This is an optimization exercise on Yosys and OpenROAD, whose aim is small area, a short achievable clock period and few clock cycles, not a production implementation.
RTL that was checked went through simulation tests only; none was proved equivalent to the original.
Power and IR drop assume default switching activity.

==> onyx <==
==> flow/design.v (excerpt) <==
module trail_fade_strip_renderer_top (
  input  logic        clk,
  input  logic        rst,
  input  logic        s_tvalid,
  output logic        s_tready,
  input  logic [31:0] s_tdata,   
  input  logic        s_tuser,   
  output logic        m_tvalid,
  input  logic        m_tready,
  output logic [31:0] m_tdata,   
  output logic        m_tuser,   
  output logic        m_tlast,
  input  logic        cfg_we,
  input  logic        cfg_index,
  input  logic [7:0]  cfg_data
);
==> module trail_fade_strip_renderer_top, before the edit <==
module trail_fade_strip_renderer_top (
  input  logic        clk,
  input  logic        rst,
  input  logic        s_tvalid,
  output logic        s_tready,
  input  logic [31:0] s_tdata,   
  input  logic        s_tuser,   
  output logic        m_tvalid,
  input  logic        m_tready,
  output logic [31:0] m_tdata,   
  output logic        m_tuser,   
  output logic        m_tlast,
  input  logic        cfg_we,
  input  logic        cfg_index,
  input  logic [7:0]  cfg_data
);
  logic [1:0]  color_select;
  logic [7:0]  repeat_limit;
  logic [5:0]  wp;
  logic        full;
  logic [8:0]  last_x;
  logic [7:0]  last_y;
  logic        last_valid;
  logic [7:0]  repeat_count;
  logic        s_rdy;
  logic        ia_v;
  logic [8:0]  ia_x;
  logic [7:0]  ia_y;
  logic        pend_v;
  logic [8:0]  pend_s;
  logic        accept;
  logic        acc_add;
  logic        acc_render;
  logic        store;
  logic [63:0] wp_dec;
  logic [63:0] hits;
  logic [575:0] all_x;
  logic [511:0] all_y;
  logic [63:0] rem;
  logic        emit_free;
  logic        load;
  logic [63:0] owed;
  logic [63:0] window;
  logic        conflict;
  logic        pend_next;
  logic [26:0] out_data;
  assign s_tready   = s_rdy;
  assign accept     = s_tvalid && s_rdy;
  assign acc_add    = accept && !s_tuser;
  assign acc_render = accept && s_tuser;
  always_comb begin
    store = !last_valid || (last_x != ia_x) || (last_y != ia_y) ||
            (repeat_count >= repeat_limit);
    for (int i = 0; i < 64; i++) begin
      wp_dec[i] = (wp == 6'(i));
    end
    load = pend_v && emit_free;
    window = wp_dec | {wp_dec[62:0], wp_dec[63]} | {wp_dec[61:0], wp_dec[63:62]};
    owed     = load ? hits : rem;
    conflict = |(owed & window);
    pend_next = (pend_v && !load) || acc_render;
  end
  always_ff @(posedge clk) begin
    if (rst) begin
      s_rdy  <= 1'b1;
      ia_v   <= 1'b0;
      pend_v <= 1'b0;
    end else begin
      s_rdy  <= !pend_next && !conflict;
      ia_v   <= acc_add;
      pend_v <= pend_next;
    end
  end
  always_ff @(posedge clk) begin
    ia_x <= s_tdata[8:0];
    ia_y <= s_tdata[16:9];
    if (acc_render) begin
      pend_s <= s_tdata[25:17];
    end
  end
  always_ff @(posedge clk) begin
    if (rst) begin
      color_select <= 2'd0;
      repeat_limit <= 8'd16;
      wp           <= '0;
      full         <= 1'b0;
      last_valid   <= 1'b0;
      repeat_count <= '0;
    end else begin
      if (cfg_we) begin
        if (cfg_index) begin
          repeat_limit <= cfg_data;
        end else begin
          color_select <= cfg_data[1:0];
        end
      end
      if (ia_v) begin
        if (store) begin
          last_valid   <= 1'b1;
          repeat_count <= '0;
          wp           <= wp + 6'd1;
          if (wp == 6'd63) full <= 1'b1;
        end else if (repeat_count != 8'hFF) begin
          repeat_count <= repeat_count + 8'd1;
        end
      end
    end
  end
  always_ff @(posedge clk) begin
    if (ia_v && store) begin
      last_x <= ia_x;
      last_y <= ia_y;
    end
  end
  tfsr_store u_store (
    .clk    (clk),
    .rst    (rst),
    .wr_en  (ia_v && store),
    .wr_sel (wp_dec),
    .wr_x   (ia_x),
    .wr_y   (ia_y),
    .wp     (wp),
    .full   (full),
    .start  (pend_s),
    .hits   (hits),
    .all_x  (all_x),
    .all_y  (all_y)
  );
  tfsr_emit u_emit (
    .clk          (clk),
    .rst          (rst),
    .load         (load),
    .load_hits    (hits),
    .load_wp      (wp),
    .load_lo      (pend_s[2:0]),
    .all_x        (all_x),
    .all_y        (all_y),
    .color_select (color_select),
    .out_ready    (m_tready),
    .rem          (rem),
    .free         (emit_free),
    .out_valid    (m_tvalid),
    .out_data     (out_data),
    .out_hit      (m_tuser),
    .out_last     (m_tlast)
  );
  assign m_tdata = {5'b0, out_data};
endmodule
Settings: LEC_CHECK=0, CAP_MARGIN=20, CORE_MARGIN=2, CORE_UTILIZATION=40, SLEW_MARGIN=20; clock period 7.5 ns.
run.sh (not shown) runs the stock make flow with config.mk's settings and CLKGATE_MAP_FILE= SYNTH_SCRIPT=/design/flow/synth_recipe.tcl, a recipe that flattens the netlist after the stock synthesis.
==> inputs of violet, as changes to onyx <==
--- a/flow/design.v
+++ b/flow/design.v
@@ -233,8 +233,10 @@
   logic [7:0]  repeat_count;
-  logic        s_rdy;
-  logic        ia_v;
-  logic [8:0]  ia_x;
-  logic [7:0]  ia_y;
-  logic        pend_v;
-  logic [8:0]  pend_s;
+  logic        rdy_render;
+  logic        i_v;
+  logic        i_r;
+  logic [25:0] i_d;
+  logic        nxt_v;
+  logic [63:0] nxt;
+  logic [5:0]  nxt_wp;
+  logic [2:0]  nxt_lo;
   logic        accept;
@@ -242,3 +244,7 @@
   logic        acc_render;
+  logic        i_add;
+  logic        i_render;
   logic        store;
+  logic        stall;
+  logic        commit;
   logic [63:0] wp_dec;
@@ -248,11 +254,15 @@
   logic [63:0] rem;
+  logic [63:0] owed;
+  logic [63:0] owed_next;
   logic        emit_free;
   logic        load;
-  logic [63:0] owed;
-  logic [63:0] window;
-  logic        conflict;
-  logic        pend_next;
+  logic [63:0] load_vec;
+  logic [5:0]  load_wp;
+  logic [2:0]  load_lo;
+  logic        nxt_v_next;
+  logic        add_next;
+  logic        stall_next;
   logic [26:0] out_data;
-  assign s_tready   = s_rdy;
-  assign accept     = s_tvalid && s_rdy;
+  assign s_tready   = s_tuser ? rdy_render : !stall;
+  assign accept     = s_tvalid && s_tready;
   assign acc_add    = accept && !s_tuser;
@@ -260,3 +270,5 @@
   always_comb begin
-    store = !last_valid || (last_x != ia_x) || (last_y != ia_y) ||
+    i_add    = i_v && !i_r;
+    i_render = i_v && i_r;
+    store = !last_valid || (last_x != i_d[8:0]) || (last_y != i_d[16:9]) ||
             (repeat_count >= repeat_limit);
@@ -265,7 +277,13 @@
     end
-    load = pend_v && emit_free;
-    window = wp_dec | {wp_dec[62:0], wp_dec[63]} | {wp_dec[61:0], wp_dec[63:62]};
-    owed     = load ? hits : rem;
-    conflict = |(owed & window);
-    pend_next = (pend_v && !load) || acc_render;
+    owed   = rem | (nxt_v ? nxt : '0);
+    commit = i_add && !stall;
+    load     = emit_free && (nxt_v || i_render);
+    load_vec = nxt_v ? nxt : hits;
+    load_wp  = nxt_v ? nxt_wp : wp;
+    load_lo  = nxt_v ? nxt_lo : i_d[19:17];
+    nxt_v_next = (nxt_v && !emit_free) || (i_render && !(emit_free && !nxt_v));
+    owed_next  = owed | (i_render ? hits : '0);
+    add_next   = acc_add || stall;
+    stall_next = add_next &&
+                 |(owed_next & (wp_dec | {wp_dec[62:0], wp_dec[63]}));
   end
@@ -273,9 +291,13 @@
     if (rst) begin
-      s_rdy  <= 1'b1;
-      ia_v   <= 1'b0;
-      pend_v <= 1'b0;
+      stall      <= 1'b0;
+      rdy_render <= 1'b1;
+      i_v        <= 1'b0;
+      nxt_v      <= 1'b0;
     end else begin
-      s_rdy  <= !pend_next && !conflict;
-      ia_v   <= acc_add;
-      pend_v <= pend_next;
+      stall      <= stall_next;
+      rdy_render <= !stall_next && !nxt_v_next && !acc_render;
+      if (!stall) begin
+        i_v <= accept;
+      end
+      nxt_v <= nxt_v_next;
     end
@@ -283,6 +305,10 @@
   always_ff @(posedge clk) begin
-    ia_x <= s_tdata[8:0];
-    ia_y <= s_tdata[16:9];
-    if (acc_render) begin
-      pend_s <= s_tdata[25:17];
+    if (!stall) begin
+      i_r <= s_tuser;
+      i_d <= s_tdata[25:0];
+    end
+    if (i_render && !(emit_free && !nxt_v)) begin
+      nxt    <= hits;
+      nxt_wp <= wp;
+      nxt_lo <= i_d[19:17];
     end
@@ -305,3 +331,3 @@
       end
-      if (ia_v) begin
+      if (commit) begin
         if (store) begin
@@ -318,5 +344,5 @@
   always_ff @(posedge clk) begin
-    if (ia_v && store) begin
-      last_x <= ia_x;
-      last_y <= ia_y;
+    if (commit && store) begin
+      last_x <= i_d[8:0];
+      last_y <= i_d[16:9];
     end
@@ -326,9 +352,9 @@
     .rst    (rst),
-    .wr_en  (ia_v && store),
+    .wr_en  (commit && store),
     .wr_sel (wp_dec),
-    .wr_x   (ia_x),
-    .wr_y   (ia_y),
+    .wr_x   (i_d[8:0]),
+    .wr_y   (i_d[16:9]),
     .wp     (wp),
     .full   (full),
-    .start  (pend_s),
+    .start  (i_d[25:17]),
     .hits   (hits),
@@ -341,5 +367,5 @@
     .load         (load),
-    .load_hits    (hits),
-    .load_wp      (wp),
-    .load_lo      (pend_s[2:0]),
+    .load_hits    (load_vec),
+    .load_wp      (load_wp),
+    .load_lo      (load_lo),
     .all_x        (all_x),
--- a/flow/config.mk
+++ b/flow/config.mk
@@ -7,2 +7,3 @@
 export LEC_CHECK = 0
+export ABC_CLOCK_PERIOD_IN_PS = 3000
 export CAP_MARGIN = 20
@@ -10,2 +11,3 @@
 export CORE_UTILIZATION = 40
+export SETUP_SLACK_MARGIN = 4.0
 export SLEW_MARGIN = 20
==> inputs of xenon, as changes to onyx <==
--- a/flow/design.v
+++ b/flow/design.v
@@ -233,8 +233,17 @@
   logic [7:0]  repeat_count;
-  logic        s_rdy;
-  logic        ia_v;
-  logic [8:0]  ia_x;
-  logic [7:0]  ia_y;
-  logic        pend_v;
-  logic [8:0]  pend_s;
+  logic        rdy_render;
+  logic        i_v;
+  logic        i_r;
+  logic        st;
+  logic        st_next;
+  logic        upd;
+  logic [8:0]  cur_x;
+  logic [7:0]  cur_y;
+  logic        cur_valid;
+  logic        cur_sat;
+  logic [25:0] i_d;
+  logic        nxt_v;
+  logic [63:0] nxt;
+  logic [5:0]  nxt_wp;
+  logic [2:0]  nxt_lo;
   logic        accept;
@@ -242,3 +251,7 @@
   logic        acc_render;
+  logic        i_add;
+  logic        i_render;
   logic        store;
+  logic        stall;
+  logic        commit;
   logic [63:0] wp_dec;
@@ -248,11 +261,15 @@
   logic [63:0] rem;
+  logic [63:0] owed;
+  logic [63:0] owed_next;
   logic        emit_free;
   logic        load;
-  logic [63:0] owed;
-  logic [63:0] window;
-  logic        conflict;
-  logic        pend_next;
+  logic [63:0] load_vec;
+  logic [5:0]  load_wp;
+  logic [2:0]  load_lo;
+  logic        nxt_v_next;
+  logic        add_next;
+  logic        stall_next;
   logic [26:0] out_data;
-  assign s_tready   = s_rdy;
-  assign accept     = s_tvalid && s_rdy;
+  assign s_tready   = s_tuser ? rdy_render : !stall;
+  assign accept     = s_tvalid && s_tready;
   assign acc_add    = accept && !s_tuser;
@@ -260,4 +277,17 @@
   always_comb begin
-    store = !last_valid || (last_x != ia_x) || (last_y != ia_y) ||
-            (repeat_count >= repeat_limit);
+    i_add    = i_v && !i_r;
+    i_render = i_v && i_r;
+    store = st;
+    upd       = i_add && !stall;
+    cur_x     = (upd && st) ? i_d[8:0] : last_x;
+    cur_y     = (upd && st) ? i_d[16:9] : last_y;
+    cur_valid = last_valid || (upd && st);
+    if (upd && st) begin
+      cur_sat = (repeat_limit == 8'd0);
+    end else if (upd) begin
+      cur_sat = (repeat_count == 8'hFF) || (repeat_count + 8'd1 >= repeat_limit);
+    end else begin
+      cur_sat = (repeat_count >= repeat_limit);
+    end
+    st_next = !cur_valid || (cur_x != s_tdata[8:0]) || (cur_y != s_tdata[16:9]) || cur_sat;
     for (int i = 0; i < 64; i++) begin
@@ -265,7 +295,13 @@
     end
-    load = pend_v && emit_free;
-    window = wp_dec | {wp_dec[62:0], wp_dec[63]} | {wp_dec[61:0], wp_dec[63:62]};
-    owed     = load ? hits : rem;
-    conflict = |(owed & window);
-    pend_next = (pend_v && !load) || acc_render;
+    owed   = rem | (nxt_v ? nxt : '0);
+    commit = i_add && !stall;
+    load     = emit_free && (nxt_v || i_render);
+    load_vec = nxt_v ? nxt : hits;
+    load_wp  = nxt_v ? nxt_wp : wp;
+    load_lo  = nxt_v ? nxt_lo : i_d[19:17];
+    nxt_v_next = (nxt_v && !emit_free) || (i_render && !(emit_free && !nxt_v));
+    owed_next  = owed | (i_render ? hits : '0);
+    add_next   = acc_add || stall;
+    stall_next = add_next &&
+                 |(owed_next & (wp_dec | {wp_dec[62:0], wp_dec[63]}));
   end
@@ -273,9 +309,13 @@
     if (rst) begin
-      s_rdy  <= 1'b1;
-      ia_v   <= 1'b0;
-      pend_v <= 1'b0;
+      stall      <= 1'b0;
+      rdy_render <= 1'b1;
+      i_v        <= 1'b0;
+      nxt_v      <= 1'b0;
     end else begin
-      s_rdy  <= !pend_next && !conflict;
-      ia_v   <= acc_add;
-      pend_v <= pend_next;
+      stall      <= stall_next;
+      rdy_render <= !stall_next && !nxt_v_next && !acc_render;
+      if (!stall) begin
+        i_v <= accept;
+      end
+      nxt_v <= nxt_v_next;
     end
@@ -283,6 +323,11 @@
   always_ff @(posedge clk) begin
-    ia_x <= s_tdata[8:0];
-    ia_y <= s_tdata[16:9];
-    if (acc_render) begin
-      pend_s <= s_tdata[25:17];
+    if (!stall) begin
+      st  <= st_next;
+      i_r <= s_tuser;
+      i_d <= s_tdata[25:0];
+    end
+    if (i_render && !(emit_free && !nxt_v)) begin
+      nxt    <= hits;
+      nxt_wp <= wp;
+      nxt_lo <= i_d[19:17];
     end
@@ -305,3 +350,3 @@
       end
-      if (ia_v) begin
+      if (commit) begin
         if (store) begin
@@ -318,5 +363,5 @@
   always_ff @(posedge clk) begin
-    if (ia_v && store) begin
-      last_x <= ia_x;
-      last_y <= ia_y;
+    if (commit && store) begin
+      last_x <= i_d[8:0];
+      last_y <= i_d[16:9];
     end
@@ -326,9 +371,9 @@
     .rst    (rst),
-    .wr_en  (ia_v && store),
+    .wr_en  (commit && store),
     .wr_sel (wp_dec),
-    .wr_x   (ia_x),
-    .wr_y   (ia_y),
+    .wr_x   (i_d[8:0]),
+    .wr_y   (i_d[16:9]),
     .wp     (wp),
     .full   (full),
-    .start  (pend_s),
+    .start  (i_d[25:17]),
     .hits   (hits),
@@ -341,5 +386,5 @@
     .load         (load),
-    .load_hits    (hits),
-    .load_wp      (wp),
-    .load_lo      (pend_s[2:0]),
+    .load_hits    (load_vec),
+    .load_wp      (load_wp),
+    .load_lo      (load_lo),
     .all_x        (all_x),
--- a/flow/config.mk
+++ b/flow/config.mk
@@ -7,2 +7,3 @@
 export LEC_CHECK = 0
+export ABC_CLOCK_PERIOD_IN_PS = 3000
 export CAP_MARGIN = 20
@@ -10,2 +11,4 @@
 export CORE_UTILIZATION = 40
+export SETUP_SLACK_MARGIN = 4.0
 export SLEW_MARGIN = 20
+export TNS_END_PERCENT = 5
==> key figures <==
Status
  • Status: timing/DRC/antenna clean

STA
  • Clock skew: roughly 44 ps
  • Worst-margin pin slew: 1210 ps

Floorplanning
  • Die Span X: 398 um

Power
  • Power per Cell Area: about 220 mW/mm2

Placement
  • Area after DPL: 0.0667 mm2

Route
  • Met2 Routed Length: between 100000 and 150000 um

Synth
  • Synth cell count leaders: edfxtp_1, xnor2_1, xor2_1
(the above is from onyx)
==> key figures <==
Status
  • Status: timing/DRC/antenna clean

Synth
  • Synth cell count leaders: edfxtp_1, nand2_1, xor2_1
  • Most common cell in the synthesized netlist: edfxtp_1

Route
  • Met2 Routed Length: roughly 120000 um

CTS
  • CTS Buffer Depth: 3

Power
  • Power per Cell Area: ~210 mW/mm2

STA
  • Worst-margin pin slew: roughly 1300 ps

Placement
  • Area after DPL: around 0.07 mm2

Floorplanning
  • Die Span X: between 400 and 500 um
(the above is from xenon)
==> key figures <==
Floorplanning
  • Die Span X: between 400 and 500 um

Power
  • Power per Cell Area: approximately 200 mW/mm2

STA
  • Worst-margin pin slew: between 1000 and 1500 ps

Synth
  • Synth cell count leaders: edfxtp_1, xnor2_1, nand2_1

Placement
  • Area after DPL: just over 0.07 mm2

Status
  • Status: timing/DRC/antenna clean
(the above is from violet)
Testbench counts of onyx, summed over its fixed seeds: cycles 10,780.
Testbench counts of violet, summed over its fixed seeds: cycles 10,190.
No functional check of the RTL was part of xenon.

## port drivers added, routing unchanged
In the flow no input, the clock included, has a driving cell. The finished layouts below were timed again as built, in two steps. Step 1, drivers: a clkbuf_16 drives clk and a buf_2 each remaining input, both assumed. Step 2 times the ports against the registers' clock, not the clock port: input delays grow and output delays shrink by t, the midpoint of the rising clock arrivals with the driver on. Three values: ideal, step 1, step 2; two values: the first two.
run | t (ns) | setup WS [ns] | hold slack, ns | worst setup path at the end
onyx | 0.903 | 1.198 / 1.198 / 1.198 | 0.418 / 0.418 / 0.418 | register to register
violet | 0.907 | 3.580 / 3.580 / 3.449 | 0.419 / 0.419 / 0.419 | input to register
xenon | 0.896 | 3.287 / 3.287 / 3.287 | 0.415 / 0.415 / 0.415 | register to register
After both steps every run listed still meets setup and hold. The setup slack of violet, which loses most, moves by 0.000 ns with the drivers and by -0.131 ns with both steps.
